This is an optimization exercise on Yosys and OpenROAD, whose aim is small area, a short achievable clock period and few clock cycles per item, not a production implementation.
Function was checked by simulation only, so behaviour that the tests miss may differ from the original.
Power and IR drop assume default switching activity.

oak:
==> flow/design.v <==
`timescale 1ns/1ps
`default_nettype none
module mcp_top
(
    input  logic        clk,
    input  logic        rst,
    input  logic        start_req,
    output logic        start_ack,
    input  logic        host_we,
    input  logic [5:0]  host_addr,
    input  logic [15:0] host_wdata,
    output logic [15:0] host_rdata
);
    logic [15:0] mem [64];
    function automatic logic [15:0] csa_s(input logic [15:0] a, input logic [15:0] b,
                                          input logic [15:0] c);
        csa_s = a ^ b ^ c;
    endfunction
    function automatic logic [15:0] csa_c(input logic [15:0] a, input logic [15:0] b,
                                          input logic [15:0] c);
        logic [15:0] m;
        m = (a & b) | (a & c) | (b & c);
        csa_c = {m[14:0], 1'b0};
    endfunction
    logic [15:0] A [4];                     
    logic [15:0] B [4];                     
    logic [15:0] P [8];                     
    logic [15:0] csum [4];                  
    always_comb begin
        for (int i = 0; i < 4; i++) begin
            A[i] = mem[16 + i];
            B[i] = mem[20 + i];
        end
    end
    logic        job;
    logic [15:0] x [2];
    assign job = host_we & ~rst & (host_addr[5:3] == 3'b010);
    always_comb begin
        for (int m = 0; m < 2; m++) begin
            if (host_addr[2]) begin
                x[m] = A[{host_addr[0] ^ m[0], host_addr[1]}];
            end else begin
                x[m] = B[{host_addr[0], host_addr[1] ^ m[0]}];
            end
        end
    end
    logic [7:0] bneg, bone, btwo;
    always_comb begin
        for (int i = 0; i < 8; i++) begin
            logic lo;
            lo      = (i == 0) ? 1'b0 : host_wdata[2*i - 1];
            bneg[i] = host_wdata[2*i + 1];
            bone[i] = host_wdata[2*i] ^ lo;
            btwo[i] = (host_wdata[2*i + 1] & ~host_wdata[2*i] & ~lo)
                    | (~host_wdata[2*i + 1] & host_wdata[2*i] & lo);
        end
    end
    logic [15:0] s1 [2][6];
    logic [15:0] s1_q [2][6];
    logic [2:0]  job_w_q;
    logic        job_q;
    always_comb begin
        for (int m = 0; m < 2; m++) begin
            logic [15:0] row [8];
            for (int i = 0; i < 7; i++) begin
                logic [15:0] mg;
                mg = ({16{bone[i]}} & x[m]) | ({16{btwo[i]}} & {x[m][14:0], 1'b0});
                row[i] = (mg ^ {16{bneg[i]}}) << (2*i);
                if (i > 0) row[i][2*i - 2] = bneg[i - 1];
            end
            begin
                logic [1:0] m7;
                m7 = ({2{bone[7]}} & x[m][1:0]) | ({2{btwo[7]}} & {x[m][0], 1'b0});
                row[7] = '0;
                row[7][14] = m7[0];
                row[7][15] = m7[1] ^ (bneg[7] & m7[0]);
                row[7][12] = bneg[6];
            end
            s1[m][0] = csa_s(row[0], row[1], row[2]);
            s1[m][1] = csa_c(row[0], row[1], row[2]);
            s1[m][2] = csa_s(row[3], row[4], row[5]);
            s1[m][3] = csa_c(row[3], row[4], row[5]);
            s1[m][4] = row[6];
            s1[m][5] = row[7];
        end
    end
    always_ff @(posedge clk) begin
        job_q   <= job;
        job_w_q <= host_addr[2:0];
        for (int m = 0; m < 2; m++) begin
            for (int i = 0; i < 6; i++) s1_q[m][i] <= s1[m][i];
        end
    end
    logic [15:0] prod [2];
    always_comb begin
        for (int m = 0; m < 2; m++) begin
            logic [15:0] t0, t1, t2, t3, u0, u1, v0, v1;
            t0 = csa_s(s1_q[m][0], s1_q[m][1], s1_q[m][2]);
            t1 = csa_c(s1_q[m][0], s1_q[m][1], s1_q[m][2]);
            t2 = csa_s(s1_q[m][3], s1_q[m][4], s1_q[m][5]);
            t3 = csa_c(s1_q[m][3], s1_q[m][4], s1_q[m][5]);
            u0 = csa_s(t0, t1, t2);
            u1 = csa_c(t0, t1, t2);
            v0 = csa_s(u0, u1, t3);
            v1 = csa_c(u0, u1, t3);
            prod[m] = v0 + v1;
        end
    end
    always_ff @(posedge clk) begin
        for (int r = 0; r < 2; r++) begin
            for (int k = 0; k < 2; k++) begin
                for (int c = 0; c < 2; c++) begin
                    if (job_q && (job_w_q[2] ? (job_w_q[1] == k[0] && job_w_q[0] == c[0])
                                             : (job_w_q[1] == r[0] && job_w_q[0] == k[0]))) begin
                        P[4*r + 2*k + c] <= prod[r ^ c];
                    end
                end
            end
        end
    end
    always_comb begin
        for (int r = 0; r < 2; r++) begin
            for (int c = 0; c < 2; c++) begin
                csum[2*r + c] = P[4*r + c] + P[4*r + 2 + c];
            end
        end
    end
    always_ff @(posedge clk) begin
        if (rst) begin
            start_ack <= 1'b0;
        end else begin
            start_ack <= start_req;
        end
    end
    logic [7:0]  lsel, hsel;
    logic [15:0] rval [64];
    logic [15:0] grp [8];
    logic [15:0] rdata;
    always_comb begin
        for (int i = 0; i < 8; i++) begin
            lsel[i] = host_addr[2:0] == 3'(i);
            hsel[i] = host_addr[5:3] == 3'(i);
        end
        for (int i = 0; i < 64; i++) rval[i] = mem[i];
        for (int i = 0; i < 4; i++) begin
            if (start_ack) rval[24 + i] = csum[i];
        end
        rdata = '0;
        for (int g = 0; g < 8; g++) begin
            grp[g] = '0;
            for (int l = 0; l < 8; l++) grp[g] = grp[g] | (rval[8*g + l] & {16{lsel[l]}});
            rdata = rdata | (grp[g] & {16{hsel[g]}});
        end
    end
    always_ff @(posedge clk) begin
        for (int i = 0; i < 64; i++) begin
            if (i >= 24 && i < 28 && start_ack) begin
                mem[i] <= csum[i - 24];
            end else if (host_we && !rst && lsel[i % 8] && hsel[i / 8]) begin
                mem[i] <= host_wdata;
            end
        end
        host_rdata <= rdata;
    end
endmodule
`default_nettype wire
Settings: LEC_CHECK=0, ABC_AREA=1, CAP_MARGIN=20, CORE_MARGIN=2, CORE_UTILIZATION=40, CTS_BUF_LIST=sky130_fd_sc_hd__clkbuf_8, PLACE_DENSITY=0.6, SETUP_SLACK_MARGIN=4.8, SLEW_MARGIN=20, TNS_END_PERCENT=30; clock period 8.0 ns.
run.sh (not shown) runs the stock make flow with config.mk's settings and CLKGATE_MAP_FILE= SYNTH_SCRIPT=/design/flow/synth_recipe.tcl, a recipe that flattens the netlist after the stock synthesis.
oak finished end to end and its layout was clean on timing, DRC and antenna.
Testbench counts of oak, summed over its fixed seeds: cycles 832, runs 64.
Relative to oak, the following input files were edited for pine:
Settings: a change of SETUP_SLACK_MARGIN from 4.8 to 4.85; a change of TNS_END_PERCENT from 30 to 15.
==> notes.md <==
- Each of the runs, namely pine and oak, reached the end of the flow and came out clean.
- Looking at pine and oak, the share of cells above drive strength 1 is a wash.
- In the flow results for pine and oak, the clock tree buffer count of the final layout is smaller on pine.
- From pine to oak, non-clock inverter total of the final layout did not move at all.
- Relative to oak, number of buffers outside the clock class in the layout has decreased by about 1.8% in pine.
- Any difference in cell area after placement between oak and pine is small enough to ignore.
- Measured against each other, pine and oak differ in layout filler cell count, the lower figure coming from oak.
- There was hardly any difference in clock power between pine and oak.
Relative to pine, the following input files were edited for birch:
Settings: SETUP_SLACK_MARGIN changed from 4.85 to 4.6; PLACE_DENSITY changed from 0.6 to 0.7; CORE_UTILIZATION changed from 40 to 55; TNS_END_PERCENT changed from 15 to 5.
==> flow/flow/run.sh (new file) <==
#!/bin/bash
# The standard layout (standard.sh), with two ORFS settings changed:
#  - the input and output port buffers are buf_4 cells, not the delay-cell
#    buffer that buffer_ports picks on its own;
#  - ADDER_MAP_FILE is empty, so synthesis leaves adders as plain gates for
#    abc instead of mapping them to full/half adder cells.
# make's output goes to flow_make.log here; each tool's log is under orfs/logs.
set -euo pipefail
export BUFFER_PORTS_ARGS="-buffer_cell sky130_fd_sc_hd__buf_4"
bash standard.sh ADDER_MAP_FILE= finish > flow_make.log 2>&1
==> flow/standard.sh (new file) <==
#!/bin/bash
# synth_recipe.tcl (not shown) runs the flow's synth.tcl, then flattens the netlist and writes it again
# the make line also repeats each setting of config.mk as NAME=value (left out here)
make -C /OpenROAD-flow-scripts/flow DESIGN_CONFIG=/design/flow/config.mk WORK_HOME=/design/flow/orfs CLKGATE_MAP_FILE= SYNTH_SCRIPT=/design/flow/synth_recipe.tcl "${@:-finish}"
removed: flow/run.sh
### Flow results
On register-to-register slack, pine beats birch.
From pine to birch the numbers moved as follows: total power fell about 25%; area growth from synthesis to layout fell 4.8 points; portion of total power attributed to combinational logic fell 16 points; number of cells on the worst reg-to-reg path fell 4.
Across both runs, final cycle utilization of the critical path was higher for birch than for pine.
Max total via count after detailed routing across pine and birch: birch
Modified inputs, maple compared to birch
==> flow/flow/run.sh <==
#!/bin/bash
# The standard layout (standard.sh, unchanged synthesis), except that the
# input and output port buffers are buf_4 cells instead of the delay-cell
# buffer that buffer_ports picks on its own.
# make's output goes to flow_make.log here; each tool's log is under orfs/logs.
set -euo pipefail
export BUFFER_PORTS_ARGS="-buffer_cell sky130_fd_sc_hd__buf_4"
bash standard.sh finish > flow_make.log 2>&1
## What came out
- In the floorplan summary, maple is listed with a die area less than that of birch.
- Of maple and birch, the higher number of multi-input combinational cells belongs to birch.
- The run showing the smaller maximum clock frequency is birch.
- Going from birch to maple, synthesized area shrank by a few percent.
- Diff birch -> maple | fraction of area in multi-input gates | decrease of 0.46 points
- Compared to birch, maple has setup slack of the critical path after layout 0.085 ns higher.
For cedar, these inputs were changed with respect to maple:
Settings: a change of PLACE_DENSITY from 0.7 to 0.6; a change of SETUP_SLACK_MARGIN from 4.6 to 5.0; a change of TNS_END_PERCENT from 5 to 50; a change of CORE_UTILIZATION from 55 to 40.
==> flow/run.sh (new file) <==
#!/bin/bash
# synth_recipe.tcl (not shown) runs the flow's synth.tcl, then flattens the netlist and writes it again
# the make line also repeats each setting of config.mk as NAME=value (left out here)
make -C /OpenROAD-flow-scripts/flow DESIGN_CONFIG=/design/flow/config.mk WORK_HOME=/design/flow/orfs CLKGATE_MAP_FILE= SYNTH_SCRIPT=/design/flow/synth_recipe.tcl finish
removed: flow/flow/run.sh
removed: flow/standard.sh
[summary]
cedar and maple all finish clean.
For the post-detailed-route wirelength per cell, cedar came in about 2% higher than maple did.
The destination of the critical timing path comes out P[1][15] in one run and host_rdata[5] in the other, namely in cedar and maple respectively.
cedar vs. maple: number of instances resized during post-cts repair went up by 223.
maple → cedar: worst clock skew went up 0.0055 ns; post-layout instance area went up 5100 um^2; worst setup slack went up 0.20 ns; total wirelength of the detailed-routed design went up 13%.
maple reports its main power-consuming group as registers while cedar reports combinational logic.

==> separate check: timing with driven ports <==
How much do the figures lean on ideal ports? The routed layouts below were timed once more, with nothing changed but the port constraints. Step 1: set_driving_cell puts a clkbuf_16 on clk and a buf_2 on each other input, an assumption about the parent block. Step 2, shift: input delay + t, output delay - t, t = (earliest + latest rising clock arrival at the registers) / 2. This alone moves slack from input paths to output paths. Slacks: ideal ports / drivers / drivers and shift; pairs: ideal ports / drivers.
run	t (ns)	slack for setup (ns)	worst setup path at the end	cell pins on the clock port's net
oak	0.996	4.503 / 4.514 / 3.518	input to register	1
pine	1.007	4.487 / 4.465 / 3.488	input to register	1
birch	0.960	4.344 / 4.289 / 3.329	input to register	1
maple	0.948	4.429 / 4.467 / 3.520	input to register	1
cedar	0.996	4.628 / 4.628 / 3.817	input to register	1
After both steps every run listed still meets setup and hold. For birch, which loses most, drivers alone change the setup slack by -0.055 ns; drivers and shift together by -1.015 ns.
